What follows belongs to an exercise in optimizing a design on an open flow for a short achievable clock period and few clock cycles; a production flow would make more cautious choices.
Function was checked by simulation only, so behaviour that the tests miss may differ from the original.
Power is estimated from default activity; no workload was simulated.

===== design/flow/config.mk =====
export PLATFORM = sky130hd
export DESIGN_NAME = processor
export DESIGN_NICKNAME = processor
export VERILOG_FILES = /design/flow/design.v
export SDC_FILE = /design/flow/constraint.sdc
export NUM_CORES = 4
export LEC_CHECK = 0
export ABC_CLOCK_PERIOD_IN_PS = 2500
export CAP_MARGIN = 20
export CORE_MARGIN = 2
export CORE_UTILIZATION = 40
export SETUP_SLACK_MARGIN = 5
export SLEW_MARGIN = 20

===== design/flow/constraint.sdc =====
create_clock -name core_clock -period 8.5 [get_ports {clock}]
set_input_delay 1.7000 -clock core_clock [delete_from_list [all_inputs] [get_ports {clock}]]
set_output_delay 1.7000 -clock core_clock [all_outputs]
set_load 0.01 [all_outputs]

===== design/flow/design.v =====
`timescale 1ns/1ps
`default_nettype none
package proc_pkg;
    typedef logic [31:0] word_t;
    typedef logic [4:0]  reg_addr_t;
    typedef enum logic [4:0] {
        op_alu  = 5'b00000,
        op_j    = 5'b00001,
        op_bne  = 5'b00010,
        op_jal  = 5'b00011,
        op_jr   = 5'b00100,
        op_addi = 5'b00101,
        op_blt  = 5'b00110,
        op_sw   = 5'b00111,
        op_lw   = 5'b01000
    } opcode_e;
    typedef enum logic [4:0] {
        alu_add = 5'd0,
        alu_sub = 5'd1,
        alu_and = 5'd2,
        alu_or  = 5'd3,
        alu_sll = 5'd4,
        alu_sra = 5'd5
    } alu_op_e;
    localparam reg_addr_t link_reg = 5'd31;
    localparam word_t     nop_word = 32'd0;
    typedef struct packed {
        word_t pc;
        word_t insn;
    } if_id_t;
    typedef struct packed {
        word_t pc;
        word_t a;
        word_t b;
        word_t insn;
    } id_ex_t;
    typedef struct packed {
        word_t o;
        word_t b;
        word_t insn;
    } ex_mem_t;
    typedef struct packed {
        word_t o;
        word_t d;
        word_t insn;
    } mem_wb_t;
    typedef struct packed {
        logic      enable;
        reg_addr_t addr;
        word_t     data;
    } reg_write_t;
    typedef struct packed {
        word_t address;
        word_t data;
        logic  write;
    } dmem_req_t;
    function automatic logic [4:0] opcode_of(input word_t insn);
        opcode_of = insn[31:27];
    endfunction
    function automatic logic [4:0] rd_of(input word_t insn);
        rd_of = insn[26:22];
    endfunction
    function automatic logic [4:0] rs_of(input word_t insn);
        rs_of = insn[21:17];
    endfunction
    function automatic logic [4:0] src_b_of(input word_t insn);
        case (proc_pkg::opcode_of(insn))
            proc_pkg::op_sw, proc_pkg::op_bne, proc_pkg::op_blt, proc_pkg::op_jr: src_b_of = insn[26:22];
            default: src_b_of = insn[16:12];
        endcase
    endfunction
    function automatic logic [4:0] dest_of(input word_t insn);
        dest_of = (proc_pkg::opcode_of(insn) == proc_pkg::op_jal) ? proc_pkg::link_reg : insn[26:22];
    endfunction
    function automatic logic writes_reg(input word_t insn);
        logic writer;
        case (proc_pkg::opcode_of(insn))
            proc_pkg::op_alu, proc_pkg::op_addi, proc_pkg::op_lw, proc_pkg::op_jal: writer = 1'b1;
            default: writer = 1'b0;
        endcase
        writes_reg = writer && (proc_pkg::dest_of(insn) != '0);
    endfunction
    function automatic logic [31:0] sext_imm(input word_t insn);
        sext_imm = {{15{insn[16]}}, insn[16:0]};
    endfunction
    function automatic logic [31:0] sext_target(input word_t insn);
        sext_target = {{5{insn[26]}}, insn[26:0]};
    endfunction
endpackage
`default_nettype wire
`timescale 1ns/1ps
`default_nettype none
module prefix_carry (
    input  logic [31:0] a,
    input  logic [31:0] b,
    input  logic        cin,
    output logic [32:0] c
);
    logic [31:0] g [6];
    logic [31:0] p [6];
    always_comb begin
        g[0] = a & b;
        p[0] = a ^ b;
        g[0][0] = g[0][0] | (p[0][0] & cin);
        for (int k = 0; k < 5; k++) begin
            for (int i = 0; i < 32; i++) begin
                if (i >= (1 << k)) begin
                    g[k+1][i] = g[k][i] | (p[k][i] & g[k][i - (1 << k)]);
                    p[k+1][i] = p[k][i] & p[k][i - (1 << k)];
                end else begin
                    g[k+1][i] = g[k][i];
                    p[k+1][i] = p[k][i];
                end
            end
        end
        c = {g[5], cin};
    end
endmodule
module fast_add (
    input  logic [31:0] a,
    input  logic [31:0] b,
    input  logic        cin,
    output logic [31:0] s
);
    logic [32:0] c;
    prefix_carry u_pc (.a(a), .b(b), .cin(cin), .c(c));
    assign s = a ^ b ^ c[31:0];
endmodule
module alu (
    input  logic [31:0] operand_a,
    input  logic [31:0] operand_b,
    input  logic [4:0]  shamt,
    input  logic        sel_add,
    input  logic        sel_sub,
    input  logic        sel_and,
    input  logic        sel_or,
    input  logic        sel_sll,
    input  logic        sel_sra,
    input  logic        sel_b,
    output logic [31:0] result
);
    logic [31:0] sum, diff, sll, sra;
    fast_add u_add (.a(operand_a), .b(operand_b),  .cin(1'b0), .s(sum));
    fast_add u_sub (.a(operand_a), .b(~operand_b), .cin(1'b1), .s(diff));
    assign sll  = operand_a << shamt;
    assign sra  = $signed(operand_a) >>> shamt;
    assign result = ({32{sel_add}} & sum)
                  | ({32{sel_sub}} & diff)
                  | ({32{sel_and}} & (operand_a & operand_b))
                  | ({32{sel_or}}  & (operand_a | operand_b))
                  | ({32{sel_sll}} & sll)
                  | ({32{sel_sra}} & sra)
                  | ({32{sel_b}}   & operand_b);
endmodule
module sum_equals (
    input  logic [31:0] a,
    input  logic [31:0] b,
    input  logic [31:0] k,
    output logic        eq
);
    logic [31:0] cin_req, cout;
    assign cin_req = a ^ b ^ k;
    assign cout    = (a & b) | ((a | b) & ~k);
    assign eq      = !cin_req[0] && (cin_req[31:1] == cout[30:0]);
endmodule
`default_nettype wire
`timescale 1ns/1ps
`default_nettype none
module processor (
    input  logic         clock,
    input  logic         reset,
    output logic [31:0]  address_imem,
    input  logic [31:0]  q_imem,
    output logic [64:0]  dmem_req,
    input  logic [31:0]  q_dmem,
    output logic [4:0]   read_reg_a,
    output logic [4:0]   read_reg_b,
    input  logic [31:0]  data_read_a,
    input  logic [31:0]  data_read_b,
    output logic [37:0]  reg_write
);
    localparam int BB = 4;
    localparam int BN = 1 << BB;
    localparam int TB = 6;
    localparam int LB = 12;
    logic [31:0] pc;             
    logic [31:0] pc_n;           
    logic [31:0] pc_i;
    logic [31:0] pc_next;
    logic [31:0] pc_inc;
    logic [31:0] link;
    logic [BN-1:0]  btb_v;
    logic [TB-1:0]  btb_tag [BN];
    logic [LB-1:0]  btb_lo  [BN];
    logic [1:0]     btb_ctr [BN];
    logic [3:0]     btb_cnt  [BN];
    logic [3:0]     btb_trip [BN];
    logic [BN-1:0]  btb_lv;
    logic [BN-1:0]  btb_pt;      
    logic [BN-1:0]  f_tag_hit;
    logic [3:0]     f_cnt, f_trip;
    logic           f_lv, f_exit;
    logic           f_hit, f_btb_taken;
    logic [1:0]     f_ctr;
    logic [LB-1:0]  f_lo;
    logic [31:0]    f_btb_tgt;
    logic [4:0]  q_op, q_rd, q_fn, q_rb;
    logic        q_alu, q_j, q_bne, q_blt, q_jal, q_jr, q_jr31, q_addi, q_sw, q_lw;
    logic        q_needs_a, q_needs_b;
    logic [31:0] q_jtarget;
    logic        d_valid;
    logic [31:0] d_insn;
    logic [31:0] d_pc, d_pc1;
    logic [31:17] d_hi_p, d_hi_m;    
    logic [4:0]  d_rb, d_rd;
    logic [4:0]  d_ra_out, d_rb_out, d_rs_n, d_rb_n;
    logic        d_writes, d_is_lw, d_is_sw, d_is_bne, d_is_blt, d_is_jr, d_is_jr31, d_is_jump;
    logic        d_uses_imm, d_is_jal, d_static_taken;
    logic        d_btb_hit, d_btb_taken;
    logic [1:0]  d_ctr;
    logic [3:0]  d_cnt, d_trip;
    logic        d_lv;
    logic [31:0] d_fol;          
    logic [31:0] d_jtarget;
    logic        d_sel_add, d_sel_sub, d_sel_and, d_sel_or, d_sel_sll, d_sel_sra;
    logic        stall_r;
    logic        e_valid;
    logic [31:0] e_a, e_b, e_bop;
    logic        e_fwd_bl;
    logic [4:0]  e_rd;
    logic        e_writes, e_is_lw, e_is_sw, e_is_bne, e_is_blt, e_is_jr, e_is_jr31;
    logic        e_btb_hit;
    logic [1:0]  e_ctr;
    logic [3:0]  e_cnt, e_trip;
    logic        e_lv, e_back;
    logic        e_fol_tgt, e_fol_pc1, e_fol_ok;
    logic [31:0] e_fol, e_tgt, e_alt, e_pc;
    logic [4:0]  e_shamt;
    logic        e_sel_add, e_sel_sub, e_sel_and, e_sel_or, e_sel_sll, e_sel_sra, e_sel_b;
    logic [31:0] m_res, m_addr, m_sd;
    logic [4:0]  m_rd;
    logic        m_writes, m_is_lw, m_store;
    logic        w_en;
    logic [4:0]  w_rd;
    logic [31:0] w_data;
    logic           u_en;
    logic [31:0]    u_pc;
    logic [LB-1:0]  u_lo;
    logic [1:0]     u_ctr;
    logic [3:0]     u_cnt, u_trip;
    logic           u_lv;
    logic        stall;
    logic        d_redirect;
    logic [31:0] d_tgt;
    logic        e_redirect;
    assign address_imem = pc;
    assign pc_i         = ~pc_n;
    assign pc_inc       = pc_i + 32'd1;
    assign q_op      = q_imem[31:27];
    assign q_rd      = q_imem[26:22];
    assign q_fn      = q_imem[6:2];
    assign q_alu     = (q_op == 5'd0);
    assign q_j       = (q_op == 5'd1);
    assign q_bne     = (q_op == 5'd2);
    assign q_jal     = (q_op == 5'd3);
    assign q_jr      = (q_op == 5'd4);
    assign q_addi    = (q_op == 5'd5);
    assign q_blt     = (q_op == 5'd6);
    assign q_sw      = (q_op == 5'd7);
    assign q_lw      = (q_op == 5'd8);
    assign q_jr31    = q_jr && (q_rd == 5'd31);
    assign q_rb      = (q_sw || q_bne || q_blt || q_jr) ? q_rd : q_imem[16:12];
    assign q_needs_a = q_alu || q_bne || q_blt || q_addi || q_lw || q_sw;
    assign q_needs_b = q_alu || q_bne || q_blt || q_jr;
    assign q_jtarget = {{5{q_imem[26]}}, q_imem[26:0]};
    always_comb begin
        f_hit = 1'b0;
        f_ctr = 2'b00;
        f_cnt  = 4'd0;
        f_trip = 4'd0;
        f_lv   = 1'b0;
        f_lo  = '0;
        for (int i = 0; i < BN; i++) begin
            f_tag_hit[i] = btb_v[i] && (btb_tag[i] == pc_i[BB+TB-1:BB]);
        end
        f_exit = 1'b0;
        for (int i = 0; i < BN; i++) begin
            if (pc_i[BB-1:0] == i[BB-1:0]) begin
                f_hit  = f_tag_hit[i];
                f_exit = !btb_pt[i];
                f_ctr = btb_ctr[i];
                f_cnt  = btb_cnt[i];
                f_trip = btb_trip[i];
                f_lv   = btb_lv[i];
                f_lo  = btb_lo[i];
            end
        end
        f_btb_taken = f_hit && !f_exit;
        f_btb_tgt   = {pc_i[31:LB], f_lo};
    end
    logic [31:0] pc_rest;
    always_comb begin
        if (d_redirect)               pc_rest = d_tgt;
        else if (stall)               pc_rest = pc_i;
        else if (f_btb_taken)         pc_rest = f_btb_tgt;
        else if (q_j || q_jal)        pc_rest = q_jtarget;
        else if (q_jr31)              pc_rest = link;
        else                          pc_rest = pc_inc;
    end
    logic        redir_t, redir_n, jr_miss;
    logic [31:0] pc_if_t, pc_if_n;
    assign redir_t = e_valid && !e_is_jr && (is_br ? !e_fol_tgt : !e_fol_ok);
    assign redir_n = e_valid && !e_is_jr && (is_br ? !e_fol_pc1 : !e_fol_ok);
    assign jr_miss = e_valid && e_is_jr && (op_b != e_fol);
    assign pc_if_t = redir_t ? (is_br ? e_tgt : e_alt) : pc_rest;
    assign pc_if_n = redir_n ? e_alt : pc_rest;
    always_comb begin
        if (reset)                    pc_next = 32'd0;
        else if (jr_miss)             pc_next = op_b;
        else if (taken)               pc_next = pc_if_t;
        else                          pc_next = pc_if_n;
    end
    always_ff @(posedge clock) begin
        pc       <= pc_next;
        pc_n     <= ~pc_next;
    end
    always_ff @(posedge clock) begin
        if (reset) begin
            link <= 32'd0;
        end else if (!stall && q_jal) begin
            link <= pc_inc;
        end
    end
    always_ff @(posedge clock) begin
        if (reset) begin
            btb_v <= '0;
            btb_lv <= '0;
            btb_pt <= '0;
        end else if (u_en) begin
            btb_v[u_pc[BB-1:0]] <= 1'b1;
            btb_lv[u_pc[BB-1:0]] <= u_lv;
            btb_pt[u_pc[BB-1:0]] <= u_ctr[1] && !(u_lv && (u_cnt == u_trip));
        end
    end
    always_ff @(posedge clock) begin
        if (u_en) begin
            btb_tag[u_pc[BB-1:0]] <= u_pc[BB+TB-1:BB];
            btb_lo[u_pc[BB-1:0]]  <= u_lo;
            btb_ctr[u_pc[BB-1:0]] <= u_ctr;
            btb_cnt[u_pc[BB-1:0]]  <= u_cnt;
            btb_trip[u_pc[BB-1:0]] <= u_trip;
        end
    end
    always_ff @(posedge clock) begin
        if (reset || e_redirect || d_redirect) begin
            d_valid <= 1'b0;
        end else if (!stall) begin
            d_valid <= 1'b1;
        end
    end
    always_ff @(posedge clock) begin
        if (!stall) begin
            d_insn         <= {q_imem[31:22], 5'd0, q_imem[16:0]};
            d_pc           <= pc_i;
            d_pc1          <= pc_inc;
            d_hi_p         <= pc_i[31:17] + 15'd1;
            d_hi_m         <= pc_i[31:17] - 15'd1;
            d_rb_n         <= ~q_rb;
            d_rs_n         <= ~q_imem[21:17];
            d_ra_out       <= q_imem[21:17];
            d_rb_out       <= q_rb;
            d_rd           <= q_jal ? 5'd31 : q_rd;
            d_writes       <= q_jal || ((q_alu || q_addi || q_lw) && (q_rd != 5'd0));
            d_is_lw        <= q_lw;
            d_is_sw        <= q_sw;
            d_is_bne       <= q_bne;
            d_is_blt       <= q_blt;
            d_is_jr        <= q_jr;
            d_is_jr31      <= q_jr31;
            d_is_jal       <= q_jal;
            d_is_jump      <= q_j || q_jal;
            d_uses_imm     <= q_addi || q_lw || q_sw;
            d_static_taken <= q_bne || (q_blt && q_imem[16]);
            d_btb_hit      <= f_hit;
            d_btb_taken    <= f_btb_taken;
            d_ctr          <= f_ctr;
            d_cnt          <= f_cnt;
            d_trip         <= f_trip;
            d_lv           <= f_lv;
            d_sel_add      <= (q_alu && q_fn == 5'd0) || q_addi || q_lw || q_sw;
            d_sel_sub      <= q_alu && q_fn == 5'd1;
            d_sel_and      <= q_alu && q_fn == 5'd2;
            d_sel_or       <= q_alu && q_fn == 5'd3;
            d_sel_sll      <= q_alu && q_fn == 5'd4;
            d_sel_sra      <= q_alu && q_fn == 5'd5;
            if (f_btb_taken)           d_fol <= f_btb_tgt;
            else if (q_j || q_jal)     d_fol <= q_jtarget;
            else if (q_jr31)           d_fol <= link;
            else                       d_fol <= pc_inc;
        end
    end
    always_ff @(posedge clock) begin
        if (reset || stall) begin
            stall_r <= 1'b0;
        end else begin
            stall_r <= d_valid && d_is_lw && d_writes &&
                       ((q_needs_a && (q_imem[21:17] == d_rd)) || (q_needs_b && (q_rb == d_rd)));
        end
    end
    assign stall = stall_r && d_valid;
    logic [4:0]  d_rs;
    logic [31:0] d_imm;
    logic [31:0] m_value;
    logic [31:0] a_val, b_val;
    logic        d_taken_path;
    assign d_rs       = ~d_rs_n;
    assign d_rb       = ~d_rb_n;
    assign d_jtarget  = {{5{d_insn[26]}}, d_insn[26:22], d_rs, d_insn[16:0]};
    assign d_imm      = {{15{d_insn[16]}}, d_insn[16:0]};
    assign read_reg_a = d_ra_out;
    assign read_reg_b = d_rb_out;
    logic [17:0] d_lo_sum;
    assign d_lo_sum = {1'b0, d_pc[16:0]} + {1'b0, d_insn[16:0]} + 18'd1;
    always_comb begin
        d_tgt[16:0] = d_lo_sum[16:0];
        if (d_insn[16] == d_lo_sum[17]) d_tgt[31:17] = d_pc[31:17];
        else if (d_lo_sum[17])          d_tgt[31:17] = d_hi_p;
        else                            d_tgt[31:17] = d_hi_m;
    end
    logic d_fol_is_tgt;
    sum_equals u_fol_eq (.a(d_pc1), .b(d_imm), .k(d_fol), .eq(d_fol_is_tgt));
    assign d_redirect = d_valid && !d_btb_hit && d_static_taken && !stall;
    assign d_taken_path = !d_btb_hit && d_static_taken;
    assign m_value = m_is_lw ? q_dmem : m_res;
    assign a_val   = (m_writes && (m_rd == d_rs)) ? m_value : data_read_a;
    assign b_val   = (m_writes && (m_rd == d_rb)) ? m_value : data_read_b;
    always_ff @(posedge clock) begin
        if (reset || e_redirect || stall) begin
            e_valid <= 1'b0;
        end else begin
            e_valid <= d_valid;
        end
    end
    logic        fwd_a, fwd_b;
    logic [31:0] alu_result;
    assign fwd_a = e_valid && e_writes && !e_is_lw && (e_rd == d_rs);
    assign fwd_b = e_valid && e_writes && !e_is_lw && (e_rd == d_rb);
    logic  fwd_bop;
    assign fwd_bop = fwd_b && !d_is_jal && !d_uses_imm;
    always_ff @(posedge clock) begin
        e_a          <= fwd_a ? alu_result : a_val;
        e_b          <= fwd_b ? alu_result : b_val;
        if (fwd_bop)          e_bop <= alu_result;
        else if (d_is_jal)    e_bop <= d_pc1;
        else if (d_uses_imm)  e_bop <= d_imm;
        else                  e_bop <= b_val;
        e_fwd_bl     <= e_valid && e_writes && e_is_lw && (e_rd == d_rb);
        e_rd         <= d_rd;
        e_writes     <= d_writes;
        e_is_lw      <= d_is_lw;
        e_is_sw      <= d_is_sw;
        e_is_bne     <= d_is_bne;
        e_is_blt     <= d_is_blt;
        e_is_jr      <= d_is_jr;
        e_is_jr31    <= d_is_jr31;
        e_btb_hit    <= d_btb_hit;
        e_ctr        <= d_ctr;
        e_cnt        <= d_cnt;
        e_trip       <= d_trip;
        e_lv         <= d_lv;
        e_back       <= d_insn[16];
        e_pc         <= d_pc;
        e_tgt        <= d_tgt;
        e_alt        <= d_is_jump ? d_jtarget : d_pc1;
        e_fol        <= d_fol;
        e_fol_tgt    <= d_taken_path || d_fol_is_tgt;
        e_fol_pc1    <= !d_taken_path ? (d_fol == d_pc1) : (d_insn[16:0] == 17'd0);
        e_fol_ok     <= d_is_jump ? (d_fol == d_jtarget) : (d_fol == d_pc1);
        e_shamt      <= d_insn[11:7];
        e_sel_add    <= d_sel_add;
        e_sel_sub    <= d_sel_sub;
        e_sel_and    <= d_sel_and;
        e_sel_or     <= d_sel_or;
        e_sel_sll    <= d_sel_sll;
        e_sel_sra    <= d_sel_sra;
        e_sel_b      <= d_is_jal;
    end
    logic [31:0] op_a, op_b, op_bop;
    logic        is_br, taken, ne, gt;
    logic [32:0] gt_c;
    assign op_a   = e_a;
    assign op_b   = e_b;
    assign op_bop = e_bop;
    alu u_alu (
        .operand_a (op_a),
        .operand_b (op_bop),
        .shamt     (e_shamt),
        .sel_add   (e_sel_add),
        .sel_sub   (e_sel_sub),
        .sel_and   (e_sel_and),
        .sel_or    (e_sel_or),
        .sel_sll   (e_sel_sll),
        .sel_sra   (e_sel_sra),
        .sel_b     (e_sel_b),
        .result    (alu_result)
    );
    prefix_carry u_gt (.a({~op_b[31], op_b[30:0]}), .b(~{~op_a[31], op_a[30:0]}), .cin(1'b1), .c(gt_c));
    assign ne    = (op_a != op_b);
    assign gt    = !gt_c[32];
    assign is_br = e_is_bne || e_is_blt;
    assign taken = e_is_bne ? ne : gt;
    assign e_redirect = jr_miss || (taken ? redir_t : redir_n);
    always_ff @(posedge clock) begin
        if (reset) begin
            m_writes <= 1'b0;
            m_is_lw  <= 1'b0;
            m_store  <= 1'b0;
        end else begin
            m_writes <= e_valid && e_writes;
            m_is_lw  <= e_valid && e_is_lw;
            m_store  <= e_valid && e_is_sw;
        end
    end
    always_ff @(posedge clock) begin
        m_addr   <= alu_result;
        m_sd     <= e_fwd_bl ? q_dmem : op_b;
        m_rd     <= e_rd;
    end
    always_ff @(posedge clock) begin
        if (reset) begin
            u_en <= 1'b0;
        end else begin
            u_en <= e_valid && ((is_br && (e_btb_hit || taken)) || (e_is_jr && !e_is_jr31));
        end
    end
    always_ff @(posedge clock) begin
        u_pc <= e_pc;
        u_lo <= e_is_jr ? op_b[LB-1:0] : e_tgt[LB-1:0];
        if (e_is_jr || !e_btb_hit || !e_back) begin
            u_cnt  <= (!e_is_jr && taken) ? 4'd1 : 4'd0;
            u_trip <= 4'd0;
            u_lv   <= 1'b0;
        end else if (taken) begin
            u_cnt  <= (e_cnt == 4'd15) ? 4'd15 : e_cnt + 4'd1;
            u_trip <= e_trip;
            u_lv   <= e_lv && (e_cnt != 4'd15);
        end else begin
            u_cnt  <= 4'd0;
            u_trip <= e_cnt;
            u_lv   <= (e_cnt != 4'd15) && (e_cnt != 4'd0);
        end
        if (e_is_jr || !e_btb_hit)  u_ctr <= 2'b11;
        else if (taken)             u_ctr <= (e_ctr == 2'b11) ? 2'b11 : e_ctr + 2'd1;
        else                        u_ctr <= (e_ctr == 2'b00) ? 2'b00 : e_ctr - 2'd1;
    end
    assign m_res    = m_addr;
    assign dmem_req = {m_addr, m_sd, m_store};
    always_ff @(posedge clock) begin
        if (reset) begin
            w_en <= 1'b0;
        end else begin
            w_en <= m_writes;
        end
    end
    always_ff @(posedge clock) begin
        w_rd   <= m_rd;
        w_data <= m_value;
    end
    assign reg_write = {w_en, w_rd, w_data};
endmodule
`default_nettype wire

===== design/flow/flow/run.sh =====
#!/bin/bash
# Layout flow: the standard ORFS flow (standard.sh: its synthesis
# script, floorplan, power grid, placement, CTS and routing) with these
# changes to how the layout is optimised:
#  - cell sizing may swap cells of a different footprint, so repair can
#    replace slow port buffers and resize freely (MATCH_CELL_FOOTPRINT=0)
#  - ports are buffered with buf_4 instead of the default delay buffer
#  - some slow wide OR / AND-OR cells are added to the don't-use list, so
#    mapping builds carry chains from faster NAND/NOR/AOI gates
#  - setup repair aims for extra slack, to push the achieved period down
# The SDC, clock period, I/O delays, floorplan rules, power grid and tap
# cells are the standard ones. Each step's full output goes to a log here.
set -euo pipefail
EXTRA_DONT_USE="$(tr '\n' ' ' < flow/dont_use_extra.txt)"
make -s -C "$FLOW_HOME" DESIGN_CONFIG="$PWD/config.mk" WORK_HOME="$PWD/orfs" \
    print-DONT_USE_CELLS > dont_use_base.log 2>&1
BASE_DONT_USE="$(sed -n 's/^DONT_USE_CELLS: //p' dont_use_base.log)"
if [[ -z "$BASE_DONT_USE" ]]; then
    echo "could not read the platform's DONT_USE_CELLS" >&2
    exit 1
fi
bash standard.sh \
    MATCH_CELL_FOOTPRINT=0 \
    "BUFFER_PORTS_ARGS=-buffer_cell sky130_fd_sc_hd__buf_4" \
    "DONT_USE_CELLS=$BASE_DONT_USE $EXTRA_DONT_USE" \
    SETUP_SLACK_MARGIN=5.6 \
    finish > standard_flow.log 2>&1

===== design/flow/flow/dont_use_extra.txt =====
sky130_fd_sc_hd__or4_1
sky130_fd_sc_hd__or4_2
sky130_fd_sc_hd__or4_4
sky130_fd_sc_hd__or4b_1
sky130_fd_sc_hd__or4b_2
sky130_fd_sc_hd__or4b_4
sky130_fd_sc_hd__or4bb_1
sky130_fd_sc_hd__or4bb_2
sky130_fd_sc_hd__or4bb_4
sky130_fd_sc_hd__or3_1
sky130_fd_sc_hd__or3_2
sky130_fd_sc_hd__or3_4
sky130_fd_sc_hd__or3b_1
sky130_fd_sc_hd__or3b_2
sky130_fd_sc_hd__or3b_4
sky130_fd_sc_hd__a2111o_1
sky130_fd_sc_hd__a2111o_2
sky130_fd_sc_hd__a2111o_4
sky130_fd_sc_hd__o2111a_1
sky130_fd_sc_hd__o2111a_2
sky130_fd_sc_hd__o2111a_4
sky130_fd_sc_hd__a311o_1
sky130_fd_sc_hd__a311o_2
sky130_fd_sc_hd__a311o_4
sky130_fd_sc_hd__o311a_1
sky130_fd_sc_hd__o311a_2
sky130_fd_sc_hd__o311a_4
sky130_fd_sc_hd__o41a_1
sky130_fd_sc_hd__o41a_2
sky130_fd_sc_hd__o41a_4
sky130_fd_sc_hd__a41o_1
sky130_fd_sc_hd__a41o_2
sky130_fd_sc_hd__a41o_4
sky130_fd_sc_hd__fa_1
sky130_fd_sc_hd__fa_2
sky130_fd_sc_hd__fa_4
sky130_fd_sc_hd__ha_1
sky130_fd_sc_hd__ha_2
sky130_fd_sc_hd__ha_4
sky130_fd_sc_hd__a2111oi_0
sky130_fd_sc_hd__a2111oi_1
sky130_fd_sc_hd__a2111oi_2
sky130_fd_sc_hd__a2111oi_4
sky130_fd_sc_hd__o2111ai_1
sky130_fd_sc_hd__o2111ai_2
sky130_fd_sc_hd__o2111ai_4
sky130_fd_sc_hd__a221o_1
sky130_fd_sc_hd__a221o_2
sky130_fd_sc_hd__a221o_4
sky130_fd_sc_hd__a211o_1
sky130_fd_sc_hd__a211o_2
sky130_fd_sc_hd__a211o_4
sky130_fd_sc_hd__o221a_1
sky130_fd_sc_hd__o221a_2
sky130_fd_sc_hd__o221a_4
sky130_fd_sc_hd__o211a_1
sky130_fd_sc_hd__o211a_2
sky130_fd_sc_hd__o211a_4
sky130_fd_sc_hd__a31o_1
sky130_fd_sc_hd__a31o_2
sky130_fd_sc_hd__a31o_4
sky130_fd_sc_hd__o31a_1
sky130_fd_sc_hd__o31a_2
sky130_fd_sc_hd__o31a_4
sky130_fd_sc_hd__a32o_1
sky130_fd_sc_hd__a32o_2
sky130_fd_sc_hd__a32o_4
sky130_fd_sc_hd__o32a_1
sky130_fd_sc_hd__o32a_2
sky130_fd_sc_hd__o32a_4
sky130_fd_sc_hd__a2bb2o_1
sky130_fd_sc_hd__a2bb2o_2
sky130_fd_sc_hd__a2bb2o_4
sky130_fd_sc_hd__o2bb2a_1
sky130_fd_sc_hd__o2bb2a_2
sky130_fd_sc_hd__o2bb2a_4
sky130_fd_sc_hd__o41ai_1
sky130_fd_sc_hd__o41ai_2
sky130_fd_sc_hd__o41ai_4
sky130_fd_sc_hd__a41oi_1
sky130_fd_sc_hd__a41oi_2
sky130_fd_sc_hd__a41oi_4
sky130_fd_sc_hd__nor4_1
sky130_fd_sc_hd__nor4_2
sky130_fd_sc_hd__nor4_4

===== design/flow/standard.sh =====
#!/bin/bash
# synth_recipe.tcl (not shown) runs the flow's synth.tcl, then flattens the netlist and writes it again
# the make line also repeats each setting of config.mk as NAME=value (left out here)
make -C /OpenROAD-flow-scripts/flow DESIGN_CONFIG=/design/flow/config.mk WORK_HOME=/design/flow/orfs CLKGATE_MAP_FILE= SYNTH_SCRIPT=/design/flow/synth_recipe.tcl "${@:-finish}"

==> impl_metrics.ini, run 1 <==
[yosys]
synth.avg_cell_area_um2 = 10.53
yosysTopAreaCell = edfxtp_1
synth_commonest_cells = edfxtp_1 (649), dfxtp_1 (534), nand2_1 (490)
synth.distinct_cells = 79
synthFlopType = edfxtp_1
synth_edf_count = 649
syn-cell-area_mm2 = 0.05601
yosysSeqAreaShare_pct = 53.88
synth_fp_nets = 5450
netlist.area_leader.share_pct = 34.80
yosysMostFrequentCell = edfxtp_1
synth-seq-cells = 1183
postSynth.asyncResetShare_pct = 0
yosysWarnings = 4
netlist_instances = 5320
synthTopCellsByArea = edfxtp_1 (35%), dfxtp_1 (19%), xnor2_1 (3.8%)

[final_layout]
layout.nets = 5925
fin_util_pct = 51.73
largest_register_ffs = 192
drive_gt1_share_pct = 30.39
fin_cells = 7782
area_growth_pct = 28.56

[clock_tree]
clk_pin_slew_ns = 0.06
clock_path_buffers = 3
clk_latency_ns = 0.80
cts_hold_buf = 0
numCtsBuffers = 121
clockRootBuffer = clkbuf_16
cts_tree = done
cts_num_sinks = 1183
cts_max_level = 3

[worst_setup_path]
cpMaxStageDelayCell = edfxtp_1
path_cells = or2_4 > maj3_2 > a222oi_1 > nor3_2 > nor3_2 > buf_4 > a21oi_4 > maj3_2 > a21oi_4 > buf_12 > buf_8 > mux2i_4 > a211oi_2 > o21a_1
worst_setup_path_end_kind = flip-flop
r2r_start = d_imm[10]
startpoint = d_imm[10]
crit_type = reg2reg
arrival_ns = 4.05
cp.required_ns = 9.15
cpPeakStageDelay_ns = 0.41
worst_setup_path_start_kind = flip-flop
cp_max_fo = 7

[timing]
post-route-period-util_pct = 40.07
report.final.slew_viol_count = 0
maxSlewHeadroom_pct = 26.76
setup_viol = 0
fin_skew_ns = 0.1069
fin_setup_tns_ns = 0
clock.fmax_mhz = 293.6
tightest_slew_ns = 1.097
hold_viol = 0
rsz0062_at_grt = yes
period_minus_slack_ns = 3.406

[routing]
vias_per_cell = 6.009
ant_nets = 0
dr.first_iter.drc_count = 5203
num_vias = 46770
drt_pass1_iterations = 7
drc = 0
detail_route.wl_per_cell_um = 29.67
wl_um = 230900

[job]
maxCapViolCount = 0

[status]
status = finished clean

[power_and_ir_drop]
power_density_mw_per_mm2 = 220.3
ir_drop_mv = 0.1971
p_leak_nw = 26.57

[die]
fp.dieH_um = 378.2
core_area_mm2 = 0.1392
num_rows = 137
die_w_um = 378.2
top_level_ports = 275
start_util_pct = 40.24
die-area_mm2 = 0.1430

[placement]
dp.cells = 7225
gp_congestion = 1.029
hpwl_um = 151400
port_buffers = 274

[worst_hold_path]
hp-start = e_pc[5]
hold_path_class = reg2reg

[global_routing]
grt_pass1_vias = 44960
track_usage_pct = 31.15
grt_max_degree = 94
grt-ovfl-total = 0
grt_pass1_wl_um = 322300
antenna_found_initial = 4
[final timing paths]
path	end	slack (ns)	cells after the start
max	pc[23]	5.09	14
min	u_pc[5]	0.32	0
max reg2reg	pc[23]	5.09	14
min reg2reg	u_pc[5]	0.32	0
[layer usage]
| metal | vias up | part of all wire [%] | track usage, % |
|---|---|---|---|
| li1 | 20350 | - | - |
| met3 | 742 | 8.0 | 4.969 |
| met1 | 23080 | 38 | 39.04 |
| met5 | - | 0.0074 | 0 |
| met2 | 2595 | 47 | 50.49 |
| met4 | 2 | 7.3 | 19.03 |
[through the flow]
stage / instance area (µm²) / worst slack [ns] / power (mW) / hold WS, ns
6_report: 72010 / 5.094 / 15.86 / 0.3245
5_1_grt: 72000 / 4.976 / 16.31 / 0.3375
4_1_cts: 70110 / 5.167 / 15.61 / 0.3265
3_5_place_dp: 60100 / 3.480 / 9.606 / 0.3128
3_3_place_gp: 60100 / 3.500 / 9.590 / 0.3138
2_1_floorplan: 56240 / 4.909 / 8.533 / 0.3096
[cell type report]
cell class / instances / area, µm²
clock buffer: 159 / 3379
clock inverter: 72 / 783.3
tap: 1876 / 2347
timing repair inverter: 2 / 13.76
fill: 12270 / 67180
sequential: 1183 / 30620
inverter: 185 / 749.5
antenna: 3 / 7.507
multi-input combinational: 3595 / 27020
timing repair buffer: 707 / 7082
[critical path, delay by kind of cell, from the launching register on]
kind | cells | cell delay [ns]
compound gates | 5 | 0.94
fa+ha+maj | 2 | 0.70
buf+inv | 3 | 0.47
flops | 1 | 0.41
mux | 1 | 0.25
simple gates | 3 | 0.48
[where the power goes]
group | switching, mW | internal (mW)
Combinational | 1.77 | 1.38
Clock | 2.43 | 3.10
Sequential | 0.611 | 6.57
[cells in the final DEF, fill, tap and decap left out, drive strengths merged, types with 63 or more instances in the layout]
master	netlist	final
a21oi	302	302
nor3	95	95
clkbuf	247	186
a22oi	123	123
inv	177	175
mux2	131	131
buf	112	680
nor2b	64	64
edfxtp	649	649
nand4	96	96
nand3	94	94
dfxtp	534	534
nand2	490	490
o21ai	296	296
a221oi	71	71
nand2b	63	63
nor2	471	472
mux2i	200	200
xnor2	242	242
xor2	184	184
[timing repair]
item	CTS	global route
buffers inserted	219	72
hold endpoints to repair	0	0
cloned	26	6
endpoints found under the setup margin	448	387
gates resized for setup	971	275
pin swaps	186	128
[cell families (layout without fill, tap and decap cells)]
| family | after synthesis | after routing | share of synthesized area, % |
|---|---|---|---|
| other | 0 | 3 | 0 |
| muxes | 371 | 371 | 7.830 |
| adders and majority gates | 62 | 62 | 1.119 |
| AOI/OAI and AO/OA | 1224 | 1224 | 14.16 |
| DFF | 1183 | 1183 | 53.88 |
| buffers and inverters | 544 | 1125 | 3.876 |
| and+or+nand+nor | 1510 | 1512 | 12.47 |
| xor gates and xnor gates | 426 | 426 | 6.661 |
Testbench counts, summed over its fixed seeds: cycles 181,048.
==> inputs of run 2 (changes only) <==
--- a/design/flow/design.v
+++ b/design/flow/design.v
@@ -228,3 +228,3 @@
     logic [31:0] e_a, e_b, e_bop;
-    logic        e_fwd_bl;
+    logic        e_fwd_bl, e_fwd_bm;
     logic [4:0]  e_rd;
@@ -451,3 +451,4 @@
         e_a          <= fwd_a ? alu_result : a_val;
-        e_b          <= fwd_b ? alu_result : b_val;
+        e_b          <= b_val;
+        e_fwd_bm     <= fwd_b;
         if (fwd_bop)          e_bop <= alu_result;
@@ -491,3 +492,3 @@
     assign op_a   = e_a;
-    assign op_b   = e_b;
+    assign op_b   = e_bop;
     assign op_bop = e_bop;
@@ -525,3 +526,5 @@
         m_addr   <= alu_result;
-        m_sd     <= e_fwd_bl ? q_dmem : op_b;
+        if (e_fwd_bl)       m_sd <= q_dmem;
+        else if (e_fwd_bm)  m_sd <= m_res;
+        else                m_sd <= e_b;
         m_rd     <= e_rd;
==> impl_metrics.ini, run 2 <==
[yosys]
yosysMostFrequentCell = edfxtp_1
yosysWarnings = 4
synth.distinct_cells = 90
synth-seq-cells = 1184
synth_commonest_cells = edfxtp_1 (649), dfxtp_1 (535), nand2_1 (467)
netlist.area_leader.share_pct = 34.59
synth_edf_count = 649
synth_fp_nets = 5454
yosysTopAreaCell = edfxtp_1
yosysSeqAreaShare_pct = 53.60
synthFlopType = edfxtp_1
netlist_instances = 5324
postSynth.asyncResetShare_pct = 0
synthTopCellsByArea = edfxtp_1 (35%), dfxtp_1 (19%), mux2i_1 (4.2%)
syn-cell-area_mm2 = 0.05634
synth.avg_cell_area_um2 = 10.58

[timing]
setup_viol = 0
post-route-period-util_pct = 39.18
fin_skew_ns = 0.09011
clock.fmax_mhz = 300.3
period_minus_slack_ns = 3.330
rsz0062_at_grt = yes
tightest_slew_ns = 1.277
setup_ws_ns = 5.170
report.final.slew_viol_count = 0
hold_viol = 0
fin_setup_tns_ns = 0
maxSlewHeadroom_pct = 14.90

[clock_tree]
cts_tree = done
clk_pin_slew_ns = 0.07
cts_max_level = 3
clockRootBuffer = clkbuf_16
numCtsBuffers = 119
clk_latency_ns = 0.80
clock_path_buffers = 3
cts_num_sinks = 1184

[power_and_ir_drop]
p_leak_nw = 26.98
power_frac_comb_pct = 21.0
swShare_pct = 30.35
power_density_mw_per_mm2 = 222.4
p_switching_mw = 4.898
p_seq_share_pct = 44.2
p_clk_share_pct = 34.8
ir_drop_mv = 0.2008
internal_power_mw = 11.24

[final_layout]
fin_area_mm2 = 0.07257
area_growth_pct = 28.80
layout_commonest_cell = edfxtp_1
fin_util_pct = 51.94
drive_gt1_share_pct = 30.67
n_fill_cell = 12160
most-common-layout-cells = edfxtp_1 (649), buf_4 (461), nand2_1 (445)
largest_register_ffs = 192
layout.nets = 5968
fin_cells = 7819

[worst_setup_path]
cp_max_fo = 7
arrival_ns = 3.97
worstReg2RegEnd = pc[20]
crit_type = reg2reg
worst_setup_path_start_kind = flip-flop
worst_setup_path_end_kind = flip-flop
r2r_slack_ns = 5.17
r2r_start = pc_n[0]
r2r_cells = 17
cp.required_ns = 9.14

[routing]
detail_route.wl_per_cell_um = 29.01
drt_pass1_iterations = 9
vias_per_cell = 6.007
num_vias = 46970
ant_nets = 0
wl_um = 226900
drc = 0
dr.first_iter.drc_count = 5531

[worst_hold_path]
hp-start = e_pc[9]
min_to = u_pc[9]
hold_path_class = reg2reg
hold_path_depth = 0

[die]
die-area_mm2 = 0.1439
num_rows = 137
core_area_mm2 = 0.1397
fp.dieH_um = 379.3
die_w_um = 379.3
start_util_pct = 40.33
top_level_ports = 275

[status]
status = finished clean

[placement]
place_area_mm2 = 0.06029
dp.cells = 7210
gp_congestion = 0.9954
port_buffers = 274
pre_cts_ws_ns = 3.790
hpwl_um = 151900

[global_routing]
grt_pass1_vias = 44880
track_usage_pct = 30.53
antenna_found_initial = 7
grt-ovfl-total = 0
grt_pass1_wl_um = 318500
grt_max_degree = 138

[job]
maxCapViolCount = 0
## run 2: cell types whose count changed in the layout (fill, tap and decap cells not counted), moves of 25 or more
cell / before / now
nor2b_1: 57 / 31
buf_4: 436 / 461
mux2i_1: 160 / 214
xor2_1: 178 / 144
buf_6: 189 / 226
## run 2: logic make-up (layout without fill, tap and decap cells)
group / Yosys count / count (layout) / synth area share [%]
other cells: 0 / 2 / 0
buf+inv: 539 / 1153 / 3.935
simple gates: 1502 / 1505 / 12.53
compound gates: 1250 / 1250 / 14.65
mux: 383 / 383 / 7.833
xor+xnor: 403 / 403 / 6.318
fa+ha+maj: 63 / 63 / 1.139
flops: 1184 / 1184 / 53.60
## run 2: worst max path at each step
stage | startpoint | to | slack, ns | cells after the start
finish | pc_n[0] | pc[20] | 5.17 | 17
global route | pc_n[0] | pc[20] | 5.06 | 13
CTS | pc_n[0] | pc[20] | 5.17 | 17
detailed placement | q_imem[31] | pc_n[2] | 3.79 | 12
global placement | pc_n[0] | pc[7] | 3.71 | 12
floorplan | q_imem[27] | pc[19] | 4.90 | 11
## run 2: what timing repair did
item	4_1_cts	5_1_grt
pin swaps	140	131
gates resized for setup	938	293
gates cloned	22	6
endpoints found under the setup margin	497	359
hold endpoints to repair	0	0
buffers inserted	249	106
hold buffers	0	0
## run 2: through the flow
step / hold slack (ns) / total power, mW
2_1_floorplan: 0.3096 / 8.634
3_3_place_gp: 0.3126 / 9.731
3_5_place_dp: 0.3128 / 9.744
4_1_cts: 0.3263 / 15.85
5_1_grt: 0.3293 / 16.59
6_report: 0.3252 / 16.14
## run 2: layout make-up
cell class,count,area [µm²],share of cell area [%]
repair buffers,759,7455,10.27
inverters,166,709.4,0.9776
clock inverters,69,890.9,1.228
multi-input cells,3604,27140,37.39
well taps,1876,2347,3.235
flip-flops and latches,1184,30660,42.25
clock buffers,155,3307,4.557
repair inverters,4,60.06,0.08276
diodes,2,5.005,0.006897
## run 2: routing by layer
metal / GRT usage [%] / vias to the layer above / wire, µm
met1: 37.05 / 23040 / 83610
met2: 49.75 / 2615 / 104800
met5: 0 / - / 26
li1: - / 20500 / -
met3: 5.089 / 808 / 18600
met4: 20.80 / 4 / 19830
## run 2: critical path: stages (launching register included)
cell      delay (ns)
dfxtp_4         0.36
buf_12          0.14
buf_8           0.13
buf_6           0.11
nor2b_4         0.14
buf_6           0.13
nand4_1         0.10
nor3_2          0.05
nor4b_2         0.27
and4_4          0.26
o21a_4          0.20
inv_8           0.05
a21oi_4         0.16
buf_12          0.17
mux2_4          0.31
mux2_4          0.27
a221oi_4        0.20
o21ai_1         0.09
## run 2: power groups by stage
stage               registers, mW  clock network [mW]  logic, mW
detailed placement           7.22                   0       2.53
global route                 7.17                5.87       3.55
global placement             7.21                   0       2.52
floorplan                    6.91                   0       1.73
finish                       7.14                5.61       3.39
CTS                          7.10                5.65       3.09
Testbench counts of run 2, summed over its fixed seeds: cycles 181,048.
==> inputs of run 3 (changes only) <==
--- a/design/flow/config.mk
+++ b/design/flow/config.mk
@@ -10,3 +10,3 @@
 export CORE_MARGIN = 2
-export CORE_UTILIZATION = 40
+export CORE_UTILIZATION = 55
 export SETUP_SLACK_MARGIN = 5
==> impl_metrics.ini, run 3 <==
[status]
status = finished clean

[timing]
report.final.slew_viol_count = 0
period_minus_slack_ns = 3.393
hold_viol = 0
tightest_slew_ns = 1.187
rsz0062_at_grt = yes
setup_viol = 0
hold_ws_ns = 0.3181
fin_skew_ns = 0.06728
maxSlewHeadroom_pct = 20.88
clock.fmax_mhz = 294.7
post-route-period-util_pct = 39.92
setup_ws_ns = 5.107
fin_setup_tns_ns = 0

[die]
core_area_mm2 = 0.1017
die-area_mm2 = 0.1050
top_level_ports = 275
num_rows = 117
die_w_um = 324.1
fp.dieH_um = 324.1
start_util_pct = 55.37

[yosys]
synthFlopType = edfxtp_1
synth_commonest_cells = edfxtp_1 (649), dfxtp_1 (535), nand2_1 (467)
synth-seq-cells = 1184
netlist.area_leader.share_pct = 34.59
yosysSeqAreaShare_pct = 53.60
syn-cell-area_mm2 = 0.05634
synth.distinct_cells = 90
yosys.area_share.simple_pct = 12.53
synth.area.mux_share_pct = 7.833
synth_fp_nets = 5454
yosysWarnings = 4
synth.avg_cell_area_um2 = 10.58
yosysTopAreaCell = edfxtp_1
synth-compound-area-share_pct = 14.65
yosysMostFrequentCell = edfxtp_1
synth_top_family_by_area = compound AO/OA/AOI/OAI gates
synth_xor_area_share_pct = 6.318
netlist_instances = 5324
synth_edf_count = 649
yosys.area_share.adder_pct = 1.139
postSynth.asyncResetShare_pct = 0
synthTopCellsByArea = edfxtp_1 (35%), dfxtp_1 (19%), mux2i_1 (4.2%)

[power_and_ir_drop]
power_density_mw_per_mm2 = 224.9
ir_drop_mv = 0.2309
p_leak_nw = 27.35

[final_layout]
area_growth_pct = 28.63
fin_cells = 7362
most-common-layout-cells = edfxtp_1 (649), buf_4 (553), nand2_1 (440)
largest_register_ffs = 192
drive_gt1_share_pct = 30.46
layout_commonest_cell = edfxtp_1
layout.nets = 6020
n_antenna_cell = 0

[routing]
dr.first_iter.drc_count = 6813
vias_per_cell = 6.532
drc = 0
ant_nets = 0
wl_um = 233600
drt_pass1_iterations = 10
num_vias = 48090
detail_route.wl_per_cell_um = 31.73

[worst_setup_path]
arrival_ns = 4.02
worst_setup_path_start_kind = flip-flop
crit_type = reg2reg
cp.required_ns = 9.13
worst_setup_path_end_kind = flip-flop
r2r_cells = 14
cp_num_buf_inv = 3
cpMaxStageDelayCell = a222oi_1
cp_num_cells = 14
path_cells = buf_4 > clkbuf_16 > nor2b_4 > a221oi_4 > o22ai_1 > a222oi_1 > o22a_2 > nor2_4 > a21oi_4 > buf_12 > mux2_4 > mux2_4 > a221oi_4 > o21ai_1
cpPeakStageDelay_ns = 0.42
cp_max_fo = 6
crit_family = compound AO/OA/AOI/OAI gates

[global_routing]
grt-ovfl-total = 0
grt_pass1_vias = 44590
grt_pass1_wl_um = 322000
antenna_found_initial = 7
grt_max_degree = 75
track_usage_pct = 42.96

[worst_hold_path]
hold_path_depth = 0
hold_path_class = reg2reg

[placement]
port_buffers = 274
hpwl_um = 152800
dp.cells = 6715
pre_cts_ws_ns = 3.344
gp_congestion = 1.047

[clock_tree]
cts_max_level = 3
clockRootBuffer = clkbuf_16
clk_pin_slew_ns = 0.06
numCtsBuffers = 118
cts_num_sinks = 1184
clk_latency_ns = 0.75
cts_tree = done
clock_path_buffers = 3

[job]
maxCapViolCount = 0
## run 3: cell types whose count changed in the layout (fill, tap and decap cells not counted), moves of 7 or more
cell,before,now
inv_2,22,15
mux2i_2,20,6
dfxtp_1,343,395
nor2_4,24,31
buf_4,461,553
buf_12,39,50
mux2i_1,214,226
dfxtp_4,87,73
nor3_2,23,15
buf_6,226,170
dfxtp_2,105,67
nand2_4,8,16
## run 3: worst paths after layout
| check | to | slack [ns] | start |
|---|---|---|---|
| hold / removal | e_trip[0] | 0.32 | d_trip[0] |
| hold reg to reg | e_trip[0] | 0.32 | d_trip[0] |
| setup reg to reg | pc[21] | 5.11 | pc_n[0] |
| setup / recovery | pc[21] | 5.11 | pc_n[0] |
## run 3: logic make-up (layout without fill, tap and decap cells)
| group | after synthesis | after routing |
|---|---|---|
| AO/OA/AOI/OAI | 1250 | 1251 |
| XOR/XNOR | 403 | 403 |
| adder cells (fa/ha/maj) | 63 | 63 |
| buffers and inverters | 539 | 1205 |
| flip-flops | 1184 | 1184 |
| multiplexers | 383 | 383 |
| AND/OR/NAND/NOR | 1502 | 1505 |
## run 3: through the flow
step           utilization (%)  cell area, µm²  power [mW]
3_3_place_gp             58.73           59750       9.717
4_1_cts                  68.80           70000       15.87
5_1_grt                  71.23           72470       16.70
6_report                 71.23           72470       16.30
2_1_floorplan                -           56620       8.634
3_5_place_dp             58.74           59760       9.726
## run 3: worst reg2reg max path, cell delays in order (launching register included)
cell       delay [ns]
dfxtp_4          0.38
buf_4            0.15
clkbuf_16        0.15
nor2b_4          0.13
a221oi_4         0.30
o22ai_1          0.11
a222oi_1         0.42
o22a_2           0.26
nor2_4           0.06
a21oi_4          0.23
buf_12           0.19
mux2_4           0.32
mux2_4           0.27
a221oi_4         0.20
o21ai_1          0.09
## run 3: final cells by class
type,instances,area (µm²)
multi-input cells,3605,27350
fillers,7292,29270
inverters,166,745.7
flip-flops and latches,1184,30560
repair buffers,814,7868
repair inverters,1,30.03
clock buffers,157,3286
clock inverters,67,920.9
well taps,1368,1712
## run 3: report_power, final
part | total, mW | internal [mW] | switching (mW)
logic | 3.50 | 1.51 | 1.99
registers | 7.15 | 6.55 | 0.592
clock network | 5.65 | 3.33 | 2.33
## run 3: metal layers
layer,vias to the layer above,track usage [%],share of wire (%)
met5,-,0,0.016
met4,6,34.56,10
met3,970,10.70,11
met2,3224,66.60,44
met1,23310,50.93,35
li1,20580,-,-
## run 3: repair_timing
action                                  in CTS  in global routing
endpoints found under the setup margin     391                272
pin swaps                                  156                146
buffers inserted                           277                117
hold buffers                                 0                  0
resized for setup                          863                317
cloned                                      23                  6
==> inputs of run 4 (changes only) <==
--- a/design/flow/flow/dont_use_extra.txt
+++ b/design/flow/flow/dont_use_extra.txt
@@ -85 +85,10 @@
 sky130_fd_sc_hd__nor4_4
+sky130_fd_sc_hd__maj3_1
+sky130_fd_sc_hd__maj3_2
+sky130_fd_sc_hd__maj3_4
+sky130_fd_sc_hd__xor3_1
+sky130_fd_sc_hd__xor3_2
+sky130_fd_sc_hd__xor3_4
+sky130_fd_sc_hd__xnor3_1
+sky130_fd_sc_hd__xnor3_2
+sky130_fd_sc_hd__xnor3_4
--- a/design/flow/config.mk
+++ b/design/flow/config.mk
@@ -10,3 +10,3 @@
 export CORE_MARGIN = 2
-export CORE_UTILIZATION = 55
+export CORE_UTILIZATION = 40
 export SETUP_SLACK_MARGIN = 5
==> impl_metrics.ini, run 4 <==
[global_routing]
antenna_found_initial = 7
grt-ovfl-total = 0
grt_max_degree = 95
track_usage_pct = 30.13
grt_pass1_vias = 46090
grt_pass1_wl_um = 322600

[power_and_ir_drop]
p_leak_nw = 27.77
ir_drop_mv = 0.2015
power_density_mw_per_mm2 = 224.2

[final_layout]
area_growth_pct = 29.11
n_fill_cell = 12340
most-common-layout-cells = edfxtp_1 (649), nor2_1 (468), nand2_1 (452)
fin_cells = 7972
layout.nets = 6099
drive_gt1_share_pct = 30.51
largest_register_ffs = 192
layout_commonest_cell = edfxtp_1

[timing]
report.final.slew_viol_count = 0
period_minus_slack_ns = 3.312
hold_viol = 0
rsz0062_at_grt = yes
clock.fmax_mhz = 301.9
maxSlewHeadroom_pct = 23.02
setup_viol = 0
hold_ws_ns = 0.3233
fin_skew_ns = 0.04178
post-route-period-util_pct = 38.97
fin_setup_tns_ns = 0
tightest_slew_ns = 1.150

[worst_setup_path]
path_common_cell = buf_12
worst_setup_path_start_kind = input port
cpMaxStageDelayCell = buf_12
cpPeakStageDelay_ns = 0.25
cp.required_ns = 9.20
arrival_ns = 4.01
path_cells = buf_12 > nor3_4 > and3b_1 > nand4_1 > buf_12 > buf_12 > buf_6 > mux2i_4 > o221ai_4 > o311ai_4 > a21oi_2 > buf_4 > o21ai_2 > o211ai_1
cp_max_fo = 5
cp_num_buf_inv = 5
crit_family = buffers and inverters
worst_setup_path_end_kind = flip-flop
crit_type = in2reg

[routing]
detail_route.wl_per_cell_um = 28.84
num_vias = 48340
ant_nets = 0
wl_um = 229900
dr.first_iter.drc_count = 5813
drt_pass1_iterations = 6
vias_per_cell = 6.063
drc = 0

[die]
top_level_ports = 275
fp.dieH_um = 381.6
die-area_mm2 = 0.1456
die_w_um = 381.6
num_rows = 138
core_area_mm2 = 0.1416
start_util_pct = 40.28

[yosys]
postSynth.asyncResetShare_pct = 0
yosysMostFrequentCell = edfxtp_1
synth.avg_cell_area_um2 = 10.44
synth_edf_count = 649
synthTopCellsByArea = edfxtp_1 (34%), dfxtp_1 (19%), mux2i_1 (3.9%)
yosysSeqAreaShare_pct = 52.96
synthFlopType = edfxtp_1
synth-compound-area-share_pct = 15.96
syn-cell-area_mm2 = 0.05702
synth.area.mux_share_pct = 7.822
netlist.area_leader.share_pct = 34.18
yosysTopAreaCell = edfxtp_1
synth_commonest_cells = edfxtp_1 (649), dfxtp_1 (535), nor2_1 (502)
yosys.area_share.simple_pct = 13.26
netlist_instances = 5461
synth.distinct_cells = 96
yosys.area_share.adder_pct = 0
synth_xor_area_share_pct = 6.027
synth_fp_nets = 5591
synth_top_family_by_area = compound AO/OA/AOI/OAI gates
yosysWarnings = 4
synth-seq-cells = 1184

[placement]
port_buffers = 274
hpwl_um = 148600
dp.cells = 7346
gp_congestion = 0.9741

[clock_tree]
cts_tree = done
cts_max_level = 4
cts_num_sinks = 1184
clk_pin_slew_ns = 0.06
clk_latency_ns = 0.79
clock_path_buffers = 3
clockRootBuffer = clkbuf_16
numCtsBuffers = 133

[worst_hold_path]
hold_path_class = reg2reg

[job]
maxCapViolCount = 0

[status]
status = finished clean
-- run 4: cells by family after synthesis --
kind of cell	count (synthesis)
XOR/XNOR	389
flip-flops	1184
buffers and inverters	545
multiplexers	377
AO/OA/AOI/OAI	1361
AND/OR/NAND/NOR	1605
-- run 4: path summary, 6_finish.rpt --
path	from	endpoint	depth (start not counted)	slack [ns]
worst min register to register	d_sel_and	e_sel_and	0	0.32
worst max register to register	d_pc[1]	pc_n[27]	13	5.26
worst max-delay path	q_imem[31]	pc[4]	14	5.19
worst min-delay path	d_sel_and	e_sel_and	0	0.32
-- run 4: repair_timing --
item | in CTS | in global routing
endpoints found under the hold margin | 0 | 0
cloned | 23 | 9
hold buffers | 0 | 0
pin swaps | 165 | 163
setup buffers | 236 | 110
endpoints found under the setup margin | 438 | 362
gates resized for setup | 941 | 370
-- run 4: layout make-up --
| type | count | area (µm²) | share of cell area [%] |
|---|---|---|---|
| Tap cell | 1890 | 2365 | 3.212 |
| Multi-Input combinational cell | 3740 | 27800 | 37.76 |
| Timing Repair inverter | 3 | 70.07 | 0.09517 |
| Clock inverter | 69 | 729.5 | 0.9908 |
| Sequential cell | 1184 | 30660 | 41.64 |
| Antenna cell | 3 | 7.507 | 0.01020 |
| Timing Repair Buffer | 749 | 7637 | 10.37 |
| Clock buffer | 176 | 3665 | 4.978 |
| Inverter | 158 | 686.9 | 0.9330 |
-- run 4: metrics by stage --
stage | worst slack, ns | utilization (%) | area, µm² | total power, mW
2_1_floorplan | 4.686 | - | 57230 | 8.724
3_3_place_gp | 3.759 | 42.94 | 60800 | 9.805
3_5_place_dp | 3.670 | 42.94 | 60800 | 9.831
4_1_cts | 5.328 | 50.08 | 70910 | 16.20
5_1_grt | 5.138 | 52.00 | 73620 | 17.00
6_report | 5.188 | 52.00 | 73620 | 16.51
-- run 4: power by group --
| group | switching [mW] | internal [mW] | total [mW] |
|---|---|---|---|
| clock | 2.55 | 3.25 | 5.81 |
| combinational | 1.97 | 1.53 | 3.50 |
| sequential | 0.623 | 6.58 | 7.20 |
| total | 5.15 | 11.4 | 16.5 |
-- run 4: routing by layer --
layer | track usage (%) | wire, µm | up-vias
li1 | - | - | 21030
met1 | 36.56 | 85190 | 23810
met2 | 49.38 | 107600 | 2770
met3 | 6.106 | 20260 | 730
met4 | 18.02 | 16640 | 4
met5 | 0.9590 | 197 | -
==> inputs of run 5 (changes only) <==
--- a/design/flow/design.v
+++ b/design/flow/design.v
@@ -223,2 +223,4 @@
     logic [31:0] d_fol;          
+    logic [31:0] d_fol_tgt;      
+    logic        d_fol_seq;      
     logic [31:0] d_jtarget;
@@ -329,4 +331,4 @@
             link <= 32'd0;
-        end else if (!stall && q_jal) begin
-            link <= pc_inc;
+        end else if (d_valid && d_is_jal) begin
+            link <= d_pc1;
         end
@@ -364,3 +366,2 @@
             d_pc           <= pc_i;
-            d_pc1          <= pc_inc;
             d_hi_p         <= pc_i[31:17] + 15'd1;
@@ -395,6 +396,6 @@
             d_sel_sra      <= q_alu && q_fn == 5'd5;
-            if (f_btb_taken)           d_fol <= f_btb_tgt;
-            else if (q_j || q_jal)     d_fol <= q_jtarget;
-            else if (q_jr31)           d_fol <= link;
-            else                       d_fol <= pc_inc;
+            d_fol_seq      <= !(f_btb_taken || q_j || q_jal || q_jr31);
+            if (f_btb_taken)           d_fol_tgt <= f_btb_tgt;
+            else if (q_j || q_jal)     d_fol_tgt <= q_jtarget;
+            else                       d_fol_tgt <= link;
         end
@@ -415,2 +416,4 @@
     logic        d_taken_path;
+    assign d_pc1      = d_pc + 32'd1;
+    assign d_fol      = d_fol_seq ? d_pc1 : d_fol_tgt;
     assign d_rs       = ~d_rs_n;
==> impl_metrics.ini, run 5 <==
[yosys]
yosysTopAreaCell = edfxtp_1
synth.distinct_cells = 83
synth_fp_nets = 5782
synth.avg_cell_area_um2 = 9.940
syn-cell-area_mm2 = 0.05618
synthTopCellsByArea = edfxtp_1 (33%), dfxtp_1 (19%), mux2i_1 (4.9%)
synthFlopType = edfxtp_1
synth_commonest_cells = edfxtp_1 (618), nand2_1 (597), nor2_1 (550)
netlist_instances = 5652
yosysWarnings = 4
yosysMostFrequentCell = edfxtp_1
synth_edf_count = 618
yosysSeqAreaShare_pct = 52.10
netlist.area_leader.share_pct = 33.03
synth-seq-cells = 1153
postSynth.asyncResetShare_pct = 0

[timing]
post-route-period-util_pct = 41.93
hold_viol = 0
clock.fmax_mhz = 280.6
tightest_slew_ns = 1.270
rsz0062_at_grt = yes
period_minus_slack_ns = 3.564
maxSlewHeadroom_pct = 15.00
fin_skew_ns = 0.06568
fin_setup_tns_ns = 0
setup_viol = 0
report.final.slew_viol_count = 0

[routing]
vias_per_cell = 5.953
wl_um = 225000
detail_route.wl_per_cell_um = 27.68
ant_nets = 0
dr.first_iter.drc_count = 5008
drt_pass1_iterations = 7
drc = 0
num_vias = 48390

[worst_setup_path]
cpPeakStageDelay_ns = 0.44
arrival_ns = 4.22
path_cells = and4_4 > and3_4 > nand3_4 > nor3_4 > nand4_4 > nor3_4 > and2_4 > nor3_1 > a221oi_2 > o21ai_2 > a211oi_2 > and4_4 > a31oi_4 > o31ai_2
crit_type = reg2reg
cp.required_ns = 9.15
worst_setup_path_start_kind = flip-flop
worst_setup_path_end_kind = flip-flop
cpMaxStageDelayCell = edfxtp_1
crit_family = simple AND/OR/NAND/NOR gates
cp_max_fo = 4
cp_num_buf_inv = 0

[die]
start_util_pct = 40.26
top_level_ports = 275
die_w_um = 378.8
core_area_mm2 = 0.1395
num_rows = 137
fp.dieH_um = 378.8
die-area_mm2 = 0.1435

[clock_tree]
cts_tree = done
cts_num_sinks = 1153
numCtsBuffers = 121
cts_hold_buf = 0
clk_latency_ns = 0.79
cts_max_level = 3
clock_path_buffers = 3
clockRootBuffer = clkbuf_16
clk_pin_slew_ns = 0.07

[placement]
gp_congestion = 0.9786
port_buffers = 274
dp.cells = 7493
hpwl_um = 148800

[global_routing]
grt-ovfl-total = 0
antenna_found_initial = 8
grt_max_degree = 66
grt_pass1_vias = 46100
track_usage_pct = 30.26
grt_pass1_wl_um = 318700

[job]
maxCapViolCount = 0

[final_layout]
multi_input_comb_area_mm2 = 0.02808
fin_util_pct = 52.07
n_fill_cell = 12340
layout.nets = 6278
most-common-layout-cells = edfxtp_1 (618), nand2_1 (569), buf_4 (486)
ff_latch_area_mm2 = 0.02970
layout_commonest_cell = edfxtp_1
fin_cells = 8129
drive_gt1_share_pct = 28.66
area_growth_pct = 29.32
largest_register_ffs = 192

[power_and_ir_drop]
p_leak_nw = 27.58
power_density_mw_per_mm2 = 236.5
ir_drop_mv = 0.2316

[status]
status = finished clean

[worst_hold_path]
hold_path_class = reg2reg
-- run 5: through the flow --
step	cell area [µm²]	setup WS [ns]	hold slack (ns)	power, mW
after detailed placement	59940	2.932	0.3150	10.29
after global placement	59920	2.985	0.3137	10.27
after global routing	72640	4.824	0.3306	17.72
after floorplan	56450	4.847	0.3096	9.033
after CTS	70250	4.939	0.3295	16.74
final	72650	4.936	0.3281	17.18
-- run 5: path summary, 6_finish.rpt --
check	start	endpoint	slack, ns	depth (start not counted)
worst max register to register	d_pc[1]	e_fol_tgt	4.94	14
worst min-delay path	e_pc[9]	u_pc[9]	0.33	0
worst max-delay path	d_pc[1]	e_fol_tgt	4.94	14
worst min register to register	e_pc[9]	u_pc[9]	0.33	0
-- run 5: cell families (layout without fill, tap and decap cells) --
group | after synthesis | after routing | synth area share [%]
simple gates | 1669 | 1681 | 13.42
compound gates | 1428 | 1428 | 16.17
flops | 1153 | 1153 | 52.10
buf+inv | 577 | 1163 | 4.096
xor+xnor | 438 | 438 | 6.842
mux | 387 | 387 | 7.370
other cells | 0 | 3 | 0
-- run 5: metal layers --
layer  global-route usage (%)  share of wire (%)
met2                    48.87                 46
met1                    37.12                 38
met5                        0              0.021
met4                    20.26                7.9
met3                    5.197                7.6
-- run 5: timing repair --
| action | 4_1_cts | 5_1_grt |
|---|---|---|
| pin swaps | 149 | 183 |
| endpoints found under the setup margin | 424 | 308 |
| cloned | 24 | 3 |
| endpoints found under the hold margin | 0 | 0 |
| gates resized for setup | 907 | 340 |
| buffers inserted | 266 | 115 |
-- run 5: final cells by class --
class	instances	area share [%]
timing repair inverter	1	0.006889
clock inverter	66	1.293
tap	1876	3.231
sequential	1153	40.88
clock buffer	159	4.752
timing repair buffer	764	10.25
multi-input combinational	3934	38.65
inverter	173	0.9249
antenna	3	0.01033
-- run 5: power breakdown --
group          switching, mW  internal, mW
Combinational           2.41          1.79
Clock                   2.39          3.40
Sequential             0.672          6.52
Total                   5.47          11.7
Testbench counts of run 5, summed over its fixed seeds: cycles 181,048.
==> inputs of run 6 (changes only) <==
--- a/design/flow/config.mk
+++ b/design/flow/config.mk
@@ -10,3 +10,3 @@
 export CORE_MARGIN = 2
-export CORE_UTILIZATION = 40
+export CORE_UTILIZATION = 55
 export SETUP_SLACK_MARGIN = 5
==> impl_metrics.ini, run 6 <==
[routing]
top_layer_used = met5
dr.first_iter.drc_count = 5886
num_vias = 48390
drt_pass1_iterations = 8
vias_per_cell = 6.373
m1WireLength_um = 78160
drc = 0
wl_met2_um = 98210
dr_wl_met3_um = 19130
wl_um = 214800
detail_route.wl_per_cell_um = 28.28
ant_nets = 0

[yosys]
synth-seq-cells = 1153
yosysWarnings = 4
yosysTopAreaCell = edfxtp_1
netlist.area_leader.share_pct = 33.03
yosysSeqAreaShare_pct = 52.10
syn-cell-area_mm2 = 0.05618
synth_edf_count = 618
postSynth.asyncResetShare_pct = 0
synth.distinct_cells = 83
synth.avg_cell_area_um2 = 9.940
synthFlopType = edfxtp_1
synth_fp_nets = 5782
synthTopCellsByArea = edfxtp_1 (33%), dfxtp_1 (19%), mux2i_1 (4.9%)
yosysMostFrequentCell = edfxtp_1
netlist_instances = 5652
synth_commonest_cells = edfxtp_1 (618), nand2_1 (597), nor2_1 (550)

[power_and_ir_drop]
internal_power_mw = 11.22
power_frac_comb_pct = 24.9
ir_drop_mv = 0.2328
p_leak_nw = 27.29
power_density_mw_per_mm2 = 232.8
p_clk_share_pct = 31.9
swShare_pct = 32.35
power_mw = 16.59
p_switching_mw = 5.365
p_seq_share_pct = 43.2

[placement]
pre_cts_ws_ns = 3.469
gp_congestion = 1.020
port_buffers = 274
hpwl_um = 136200
dp.cells = 6980
place_area_mm2 = 0.05925

[final_layout]
fin_cells = 7594
most-common-layout-cells = edfxtp_1 (618), nand2_1 (563), buf_4 (500)
drive_gt1_share_pct = 27.47
area_growth_pct = 26.84
layout.nets = 6253
largest_register_ffs = 192
fin_area_mm2 = 0.07126
n_fill_cell = 7681
layout_commonest_cell = edfxtp_1

[timing]
setup_ws_ns = 5.016
period_minus_slack_ns = 3.484
setup_viol = 0
clock.fmax_mhz = 287.0
post-route-period-util_pct = 40.99
rsz0062_at_grt = yes
hold_viol = 0
report.final.slew_viol_count = 0
fin_setup_tns_ns = 0
maxSlewHeadroom_pct = 33.23
tightest_slew_ns = 1.000
fin_skew_ns = 0.05842

[die]
die_w_um = 323.6
num_rows = 117
die-area_mm2 = 0.1047
start_util_pct = 55.30
core_area_mm2 = 0.1016
top_level_ports = 275
fp.dieH_um = 323.6

[worst_setup_path]
r2r_cells = 19
crit_type = reg2reg
cpMaxStageDelayCell = dfxtp_4
cp_max_fo = 4
worst_setup_path_start_kind = flip-flop
cpPeakStageDelay_ns = 0.36
path_cells = buf_6 > buf_6 > a31oi_4 > o31ai_4 > buf_6 > o211ai_1 > buf_4 > a211oi_2 > buf_4 > o221ai_4 > a31oi_1 > a21o_1 > o21ai_2 > o21ai_2 > o21ai_1 > nand2_1 > o21ai_2 > a21oi_2 > a21oi_1
arrival_ns = 4.06
cp.required_ns = 9.08
worst_setup_path_end_kind = flip-flop

[clock_tree]
clock_path_buffers = 3
clockRootBuffer = clkbuf_16
cts_max_level = 3
cts_num_sinks = 1153
clk_latency_ns = 0.77
numCtsBuffers = 116
clk_pin_slew_ns = 0.07
cts_tree = done

[global_routing]
grt_pass1_wl_um = 300500
grt-ovfl-total = 0
antenna_found_initial = 4
grt_pass1_vias = 44900
grt_max_degree = 88
track_usage_pct = 39.18

[job]
maxCapViolCount = 0

[worst_hold_path]
hold_path_depth = 0
hold_path_class = reg2reg

[status]
status = finished clean
-- run 6: logic make-up after synthesis --
family	share of synthesized area, %
AOI/OAI and AO/OA	16.17
buffers and inverters	4.096
and+or+nand+nor	13.42
muxes	7.370
xor gates and xnor gates	6.842
DFF	52.10
-- run 6: metrics by stage --
step	hold slack, ns	util [%]
floorplan	0.3096	-
global placement	0.3130	58.32
detailed placement	0.3150	58.32
CTS	0.3266	66.82
global route	0.3357	70.14
finish	0.3169	70.14
-- run 6: layout make-up --
cell class / instances / area, µm² / area share (%)
antenna: 1 / 2.502 / 0.003512
clock inverter: 68 / 708.2 / 0.9939
timing repair buffer: 745 / 7249 / 10.17
sequential: 1153 / 29630 / 41.58
inverter: 173 / 691.9 / 0.9710
timing repair inverter: 1 / 5.005 / 0.007024
multi-input combinational: 3933 / 28020 / 39.33
tap: 1368 / 1712 / 2.402
clock buffer: 152 / 3234 / 4.539
-- run 6: power by group through the flow --
stage	clock, mW	combinational (mW)	sequential, mW
5_1_grt	5.52	4.34	7.22
3_3_place_gp	0	2.98	7.24
3_5_place_dp	0	3.00	7.24
6_report	5.29	4.13	7.17
4_1_cts	5.31	3.59	7.12
2_1_floorplan	0	2.14	6.89
-- run 6: critical path, delay by kind of cell (launching register included) --
| kind | cells | cell delay [ns] |
|---|---|---|
| buffers and inverters | 5 | 0.77 |
| AND/OR/NAND/NOR | 1 | 0.10 |
| AO/OA/AOI/OAI | 13 | 2.10 |
| flip-flops | 1 | 0.36 |
-- run 6: final timing paths --
| kind | start | to | slack (ns) |
|---|---|---|---|
| max | e_a[0] | e_bop[30] | 5.02 |
| min | e_pc[4] | u_pc[4] | 0.32 |
| max reg2reg | e_a[0] | e_bop[30] | 5.02 |
| min reg2reg | e_pc[4] | u_pc[4] | 0.32 |
-- run 6: metal layers --
metal	global-route usage, %	vias to the layer above
met4	28.98	4
met2	62.68	2901
li1	-	21410
met3	6.668	865
met1	47.84	23220
met5	0	-
-- run 6: timing repair --
item,4_1_cts,5_1_grt
endpoints found under the setup margin,364,286
pin swaps,140,152
gates cloned,25,7
setup buffers,205,156
resized for setup,708,440
hold buffers,0,0

Check on run 6: ideal ports give 5.016 ns setup slack; a clkbuf_16 on the clock port and buf_2 on the inputs give 5.016 ns; moving port delays by the midpoint clock arrival (0.816 ns) as well gives 4.429 ns.
